Source: an optimization exercise on an open RTL-to-GDS flow (aim: small area and a short achievable clock period). Production flows keep margins and buffers that such runs may drop. Function was checked by simulation only, so behaviour that the tests miss may differ from the original. Power is estimated from default activity; no workload was simulated.

==> flow/design.v <==
package video_pkg;
	typedef logic [7:0] cam_byte_t;
	typedef struct packed {
		logic [4:0] r;     
		logic [5:0] g;     
		logic [4:0] b;     
	} rgb565_t;
	typedef struct packed {
		logic [7:0] r;
		logic [7:0] g;
		logic [7:0] b;
	} pixel_t;
endpackage
package mem_pkg;
	typedef logic [$clog2(64)-1:0] mem_addr_t;
	typedef enum logic [1:0] {
		req_cam1    = 2'd0,
		req_cam2    = 2'd1,
		req_display = 2'd2
	} req_id_t;
	typedef struct packed {
		mem_addr_t          addr;   
		logic [23:0]        data;   
	} mem_wr_t;
endpackage
module cam_capture #(
	parameter logic [5:0] BASE = '0      
) (
	input  logic        clk_25_2m,
	input  logic        reset,
	input  logic        vsync,
	input  logic        href,
	input  logic [7:0]  data,
	input  logic        wr_ready,        
	output logic        wr_valid_nx,     
	output logic [5:0]  wr_addr,         
	output logic [15:0] wr_data,
	output logic        frame_done
);
	logic        vsync_d;
	logic        vs_rise;
	logic        phase;                  
	logic [7:0]  hi_byte;
	logic [5:0]  wa;                     
	logic        push;
	logic        pop;
	logic [4:0]  wr_cnt;                 
	assign vs_rise = vsync && !vsync_d;
	assign push    = href && phase;
	assign pop     = wr_ready;
	always_ff @(posedge clk_25_2m) begin
		if (!reset) begin
			vsync_d <= 1'b0;
			phase   <= 1'b0;
			wa      <= BASE;
		end else begin
			vsync_d <= vsync;
			if (vs_rise) begin
				phase <= 1'b0;
				wa    <= BASE;
			end else if (href) begin
				phase <= !phase;
				if (phase)
					wa <= wa + 1'b1;
			end
		end
	end
	always_ff @(posedge clk_25_2m) begin
		if (href && !phase)
			hi_byte <= data;
	end
	logic [5:0]  fa [8];
	logic [15:0] fd [8];
	logic [2:0]  wp, rp, rp1, rp_nx;
	logic [3:0]  cnt, cnt_nx;
	logic [5:0]  ha;                     
	logic [5:0]  fa_rp1;
	always_ff @(posedge clk_25_2m) begin
		if (push) begin
			fa[wp] <= wa;
			fd[wp] <= {hi_byte, data};
		end
	end
	always_comb begin
		cnt_nx = cnt;
		if (push && !pop)
			cnt_nx = cnt + 1'b1;
		else if (!push && pop)
			cnt_nx = cnt - 1'b1;
	end
	assign wr_valid_nx = reset && (cnt_nx != '0);
	assign rp1   = rp + 1'b1;
	assign rp_nx = pop ? rp1 : rp;
	always_ff @(posedge clk_25_2m) begin
		if (!reset) begin
			wp       <= '0;
			rp       <= '0;
			cnt      <= '0;
		end else begin
			if (push)
				wp <= wp + 1'b1;
			rp       <= rp_nx;
			cnt      <= cnt_nx;
		end
	end
	assign fa_rp1 = fa[rp1];
	always_ff @(posedge clk_25_2m) begin
		if (push && wp == rp_nx)
			ha <= wa;
		else if (pop)
			ha <= fa_rp1;
	end
	assign wr_addr = ha;
	assign wr_data = fd[rp];
	always_ff @(posedge clk_25_2m) begin
		if (!reset) begin
			wr_cnt     <= '0;
			frame_done <= 1'b0;
		end else if (vs_rise) begin
			wr_cnt     <= '0;
			frame_done <= 1'b0;
		end else if (pop) begin
			wr_cnt <= wr_cnt + 1'b1;
			if (wr_cnt == 5'd31)
				frame_done <= 1'b1;
		end
	end
endmodule
module frame_mem_arbiter (
	input  logic        clk_25_2m,
	input  logic        reset,
	input  logic        wr_valid_1,      
	input  logic [5:0]  wr_addr_1,
	input  logic [15:0] wr_data_1,
	input  logic        wr_valid_2,
	input  logic [5:0]  wr_addr_2,
	input  logic [15:0] wr_data_2,
	input  logic        rd_req_valid,
	input  logic [5:0]  rd_addr,
	output logic        wr_ready_1,
	output logic        wr_ready_2,
	output logic        rd_req_ready,
	output logic        rd_data_valid,
	output logic [15:0] rd_data
);
	logic [15:0] mem [64];
	logic [2:0]  last;                   
	logic [2:0]  last_nx;
	logic [2:0]  g, g_nx;                
	logic        v1, v2, vd;
	logic        we;
	logic [5:0]  waddr;
	logic [15:0] wdata;
	assign v1 = wr_valid_1;
	assign v2 = wr_valid_2;
	assign vd = rd_req_valid;
	assign last_nx = !reset ? 3'b100 : ((g != 3'b000) ? g : last);
	assign g_nx[0] = v1 && (last_nx[2] || (last_nx[1] && !vd) || (last_nx[0] && !v2 && !vd));
	assign g_nx[1] = v2 && (last_nx[0] || (last_nx[2] && !v1) || (last_nx[1] && !vd && !v1));
	assign g_nx[2] = vd && (last_nx[1] || (last_nx[0] && !v2) || (last_nx[2] && !v1 && !v2));
	always_ff @(posedge clk_25_2m) begin
		last <= last_nx;
		g    <= g_nx;
		if (!reset)
			rd_data_valid <= 1'b0;
		else
			rd_data_valid <= g[2];
	end
	assign wr_ready_1   = g[0];
	assign wr_ready_2   = g[1];
	assign rd_req_ready = g[2];
	assign we    = wr_ready_1 || wr_ready_2;
	assign waddr = wr_ready_1 ? wr_addr_1 : wr_addr_2;
	assign wdata = wr_ready_1 ? wr_data_1 : wr_data_2;
	always_ff @(posedge clk_25_2m) begin
		if (we)
			mem[waddr] <= wdata;
	end
	logic [5:0] ra_q;
	always_ff @(posedge clk_25_2m) begin
		ra_q <= rd_addr;
	end
	assign rd_data = mem[ra_q];
endmodule
module video_timing (
	input  logic clk_25_2m,
	input  logic reset,
	input  logic run,
	output logic de,
	output logic hs,
	output logic vs
);
	localparam int HW = $clog2(((8 * 2) + 2 + 4 + 2));
	localparam int VW = $clog2((4 + 1 + 2 + 1));
	localparam int HS_START = (8 * 2) + 2;
	localparam int HS_END   = HS_START + 4;
	localparam int VS_START = 4 + 1;
	localparam int VS_END   = VS_START + 2;
	logic [HW-1:0] x;
	logic [VW-1:0] y;
	logic          line_end;
	logic          frame_end;
	assign line_end  = (x == HW'(((8 * 2) + 2 + 4 + 2) - 1));
	assign frame_end = (y == VW'((4 + 1 + 2 + 1) - 1));
	always_ff @(posedge clk_25_2m) begin
		if (!reset || !run) begin        
			x <= '0;
			y <= '0;
		end else if (line_end) begin
			x <= '0;
			if (frame_end)
				y <= '0;
			else
				y <= y + 1'b1;
		end else begin
			x <= x + 1'b1;
		end
	end
	assign de = run
		&& (x < HW'((8 * 2)))
		&& (y < VW'(4));                
	assign hs = run
		&& (x >= HW'(HS_START))
		&& (x < HW'(HS_END));                
	assign vs = run
		&& (y >= VW'(VS_START))
		&& (y <= VW'(VS_END - 1));
endmodule
module display_reader (
	input  logic        clk_25_2m,
	input  logic        reset,
	input  logic        cam1_done,
	input  logic        cam2_done,
	input  logic        rd_req_ready,
	input  logic        rd_data_valid,
	input  logic [15:0] rd_data,
	input  logic        pixel_req,
	output logic        rd_req_valid,    
	output logic [5:0]  rd_addr,
	output logic        timing_run,
	output logic [15:0] pixel
);
	logic        fetch_en, fetch_nx;
	logic        reads_done;
	logic [3:0]  rx;
	logic [1:0]  ry;
	logic [2:0]  wp, rp;
	logic [3:0]  cnt, cnt_nx;
	logic [15:0] pd [8];
	assign rd_addr = {rx[3], ry, rx[2:0]};
	always_ff @(posedge clk_25_2m) begin
		if (!reset) begin
			rx <= '0;
			ry <= '0;
		end else if (rd_req_ready) begin
			rx <= rx + 1'b1;
			if (rx == 4'd15)
				ry <= ry + 1'b1;
		end
	end
	assign fetch_nx = fetch_en || (cam1_done && cam2_done);
	assign rd_req_valid = reset && fetch_nx && ({1'b0, cnt_nx} + {4'b0, rd_req_ready} < 5'd8);
	always_ff @(posedge clk_25_2m) begin
		if (!reset) begin
			fetch_en   <= 1'b0;
			reads_done <= 1'b0;
			timing_run <= 1'b0;
		end else begin
			fetch_en <= fetch_nx;
			if (rd_req_ready && rx == 4'd15 && ry == 2'd3)
				reads_done <= 1'b1;
			if (fetch_en && (cnt == 4'd8 || reads_done))
				timing_run <= 1'b1;
		end
	end
	always_ff @(posedge clk_25_2m) begin
		if (rd_data_valid)
			pd[wp] <= rd_data;
	end
	always_comb begin
		cnt_nx = cnt;
		if (rd_data_valid && !pixel_req)
			cnt_nx = cnt + 1'b1;
		else if (!rd_data_valid && pixel_req)
			cnt_nx = cnt - 1'b1;
	end
	always_ff @(posedge clk_25_2m) begin
		if (!reset) begin
			wp           <= '0;
			rp           <= '0;
			cnt          <= '0;
		end else begin
			if (rd_data_valid)
				wp <= wp + 1'b1;
			if (pixel_req)
				rp <= rp + 1'b1;
			cnt <= cnt_nx;
		end
	end
	assign pixel = pd[rp];
endmodule
module stereo_cap_top (
	input  logic                    clk_25_2m,
	input  logic                    reset,
	input  logic                    cam1_vsync,
	input  logic                    cam1_href,
	input  video_pkg::cam_byte_t    cam1_data,
	input  logic                    cam2_vsync,
	input  logic                    cam2_href,
	input  video_pkg::cam_byte_t    cam2_data,
	output logic                    hdmi_de,
	output logic                    hdmi_hs,
	output logic                    hdmi_vs,
	output video_pkg::pixel_t       hdmi_d
);
	logic                 wr_valid_1, wr_ready_1, wr_valid_2, wr_ready_2;
	logic [5:0]           wr_addr_1, wr_addr_2, rd_addr;
	logic [15:0]          wr_data_1, wr_data_2, rd_data, pixel;
	logic                 cam1_done, cam2_done;
	logic                 rd_req_valid, rd_req_ready, rd_data_valid;
	logic                 timing_run, de, hs, vs;
	logic [15:0]          d565;              
	cam_capture #(.BASE(6'd0)) capture_cam1 (
		.clk_25_2m (clk_25_2m), .reset (reset),
		.vsync (cam1_vsync), .href (cam1_href), .data (cam1_data),
		.wr_ready (wr_ready_1), .wr_valid_nx (wr_valid_1),
		.wr_addr (wr_addr_1), .wr_data (wr_data_1), .frame_done (cam1_done)
	);
	cam_capture #(.BASE(6'd32)) capture_cam2 (
		.clk_25_2m (clk_25_2m), .reset (reset),
		.vsync (cam2_vsync), .href (cam2_href), .data (cam2_data),
		.wr_ready (wr_ready_2), .wr_valid_nx (wr_valid_2),
		.wr_addr (wr_addr_2), .wr_data (wr_data_2), .frame_done (cam2_done)
	);
	frame_mem_arbiter mem_arb (
		.clk_25_2m (clk_25_2m), .reset (reset),
		.wr_valid_1 (wr_valid_1), .wr_addr_1 (wr_addr_1), .wr_data_1 (wr_data_1),
		.wr_valid_2 (wr_valid_2), .wr_addr_2 (wr_addr_2), .wr_data_2 (wr_data_2),
		.rd_req_valid (rd_req_valid), .rd_addr (rd_addr),
		.wr_ready_1 (wr_ready_1), .wr_ready_2 (wr_ready_2), .rd_req_ready (rd_req_ready),
		.rd_data_valid (rd_data_valid), .rd_data (rd_data)
	);
	display_reader reader (
		.clk_25_2m (clk_25_2m), .reset (reset),
		.cam1_done (cam1_done), .cam2_done (cam2_done),
		.rd_req_ready (rd_req_ready), .rd_data_valid (rd_data_valid), .rd_data (rd_data),
		.pixel_req (de), .rd_req_valid (rd_req_valid), .rd_addr (rd_addr),
		.timing_run (timing_run), .pixel (pixel)
	);
	video_timing timing (
		.clk_25_2m (clk_25_2m), .reset (reset), .run (timing_run),
		.de (de), .hs (hs), .vs (vs)
	);
	always_ff @(posedge clk_25_2m) begin
		if (!reset) begin
			hdmi_de <= 1'b0;
			hdmi_hs <= 1'b0;
			hdmi_vs <= 1'b0;
			d565    <= '0;
		end else begin
			hdmi_de <= de;
			hdmi_hs <= hs;
			hdmi_vs <= vs;
			d565    <= de ? pixel : '0;    
		end
	end
	assign hdmi_d = {d565[15:11], d565[15:13],
	                 d565[10:5],  d565[10:9],
	                 d565[4:0],   d565[4:2]};
endmodule
Settings: LEC_CHECK=0, CAP_MARGIN=20, CORE_MARGIN=2, CORE_UTILIZATION=55, CTS_BUF_LIST=sky130_fd_sc_hd__clkbuf_16, CTS_CLUSTER_DIAMETER=100, CTS_CLUSTER_SIZE=30, SLEW_MARGIN=20; clock period 8.0 ns.
standard.sh (not shown) runs the stock make flow with config.mk's settings and CLKGATE_MAP_FILE= SYNTH_SCRIPT=/design/flow/synth_recipe.tcl, a recipe that flattens the netlist after the stock synthesis.
==> flow/flow/run.sh <==
#!/bin/bash
set -euo pipefail
MARGIN=$(cat flow/margin.txt)
bash standard.sh \
	MATCH_CELL_FOOTPRINT=0 \
	SETUP_SLACK_MARGIN=$MARGIN \
	"BUFFER_PORTS_ARGS=-buffer_cell sky130_fd_sc_hd__buf_4" \
	finish > make_finish.log 2>&1
==> flow/flow/margin.txt <==
5.3
Next try:
--- a/flow/design.v
+++ b/flow/design.v
@@ -175,12 +175,9 @@
 	always_ff @(posedge clk_25_2m) begin
 		if (we)
 			mem[waddr] <= wdata;
+		if (rd_req_ready)
+			rd_data <= mem[rd_addr];
 	end
-	logic [5:0] ra_q;
-	always_ff @(posedge clk_25_2m) begin
-		ra_q <= rd_addr;
-	end
-	assign rd_data = mem[ra_q];
 endmodule
 module video_timing (
 	input  logic clk_25_2m,
Effect: Core utilization goes down by 0.72 points; register-to-register slack gains 80 ps; worst setup slack gains 23 ps; non-clock buffer count goes down by 13; synthesized area goes up slightly; sequential share of layout area goes up by 0.47 points; die area goes up slightly; final cell count goes up slightly; routed wire length is about the same; maximum frequency goes up slightly; design area stays flat; power goes down by a few percent.

## afterwards: timing with drivers on the ports
No port has a modelled driver above. Below, the same layouts with a new extraction and two added sets of constraints.
Step 1, drivers: a clkbuf_16 drives clk_25_2m and a buf_2 each remaining input, both assumed.
Step 2 times the ports against the registers' clock, not the clock port: input delays grow and output delays shrink by t, the midpoint of the rising clock arrivals with the driver on.
a / b / c = no drivers / after step 1 / after step 2; a / b = the first two.
| run | t (ns) | setup slack, ns | worst hold slack (ns) | worst slew at a driven data input, ns | cell pins on the clock port's net |
|---|---|---|---|---|---|
| the first run | 0.799 | 5.176 / 5.099 / 4.647 | 0.381 / 0.381 / 0.381 | 0.07 | 1 |
| the second run | 0.796 | 5.199 / 5.123 / 4.549 | 0.488 / 0.488 / 0.488 | 0.08 | 1 |
After both steps every run listed still meets setup and hold. The setup slack of the second run, which loses most, moves by -0.076 ns with the drivers and by -0.650 ns with both steps.
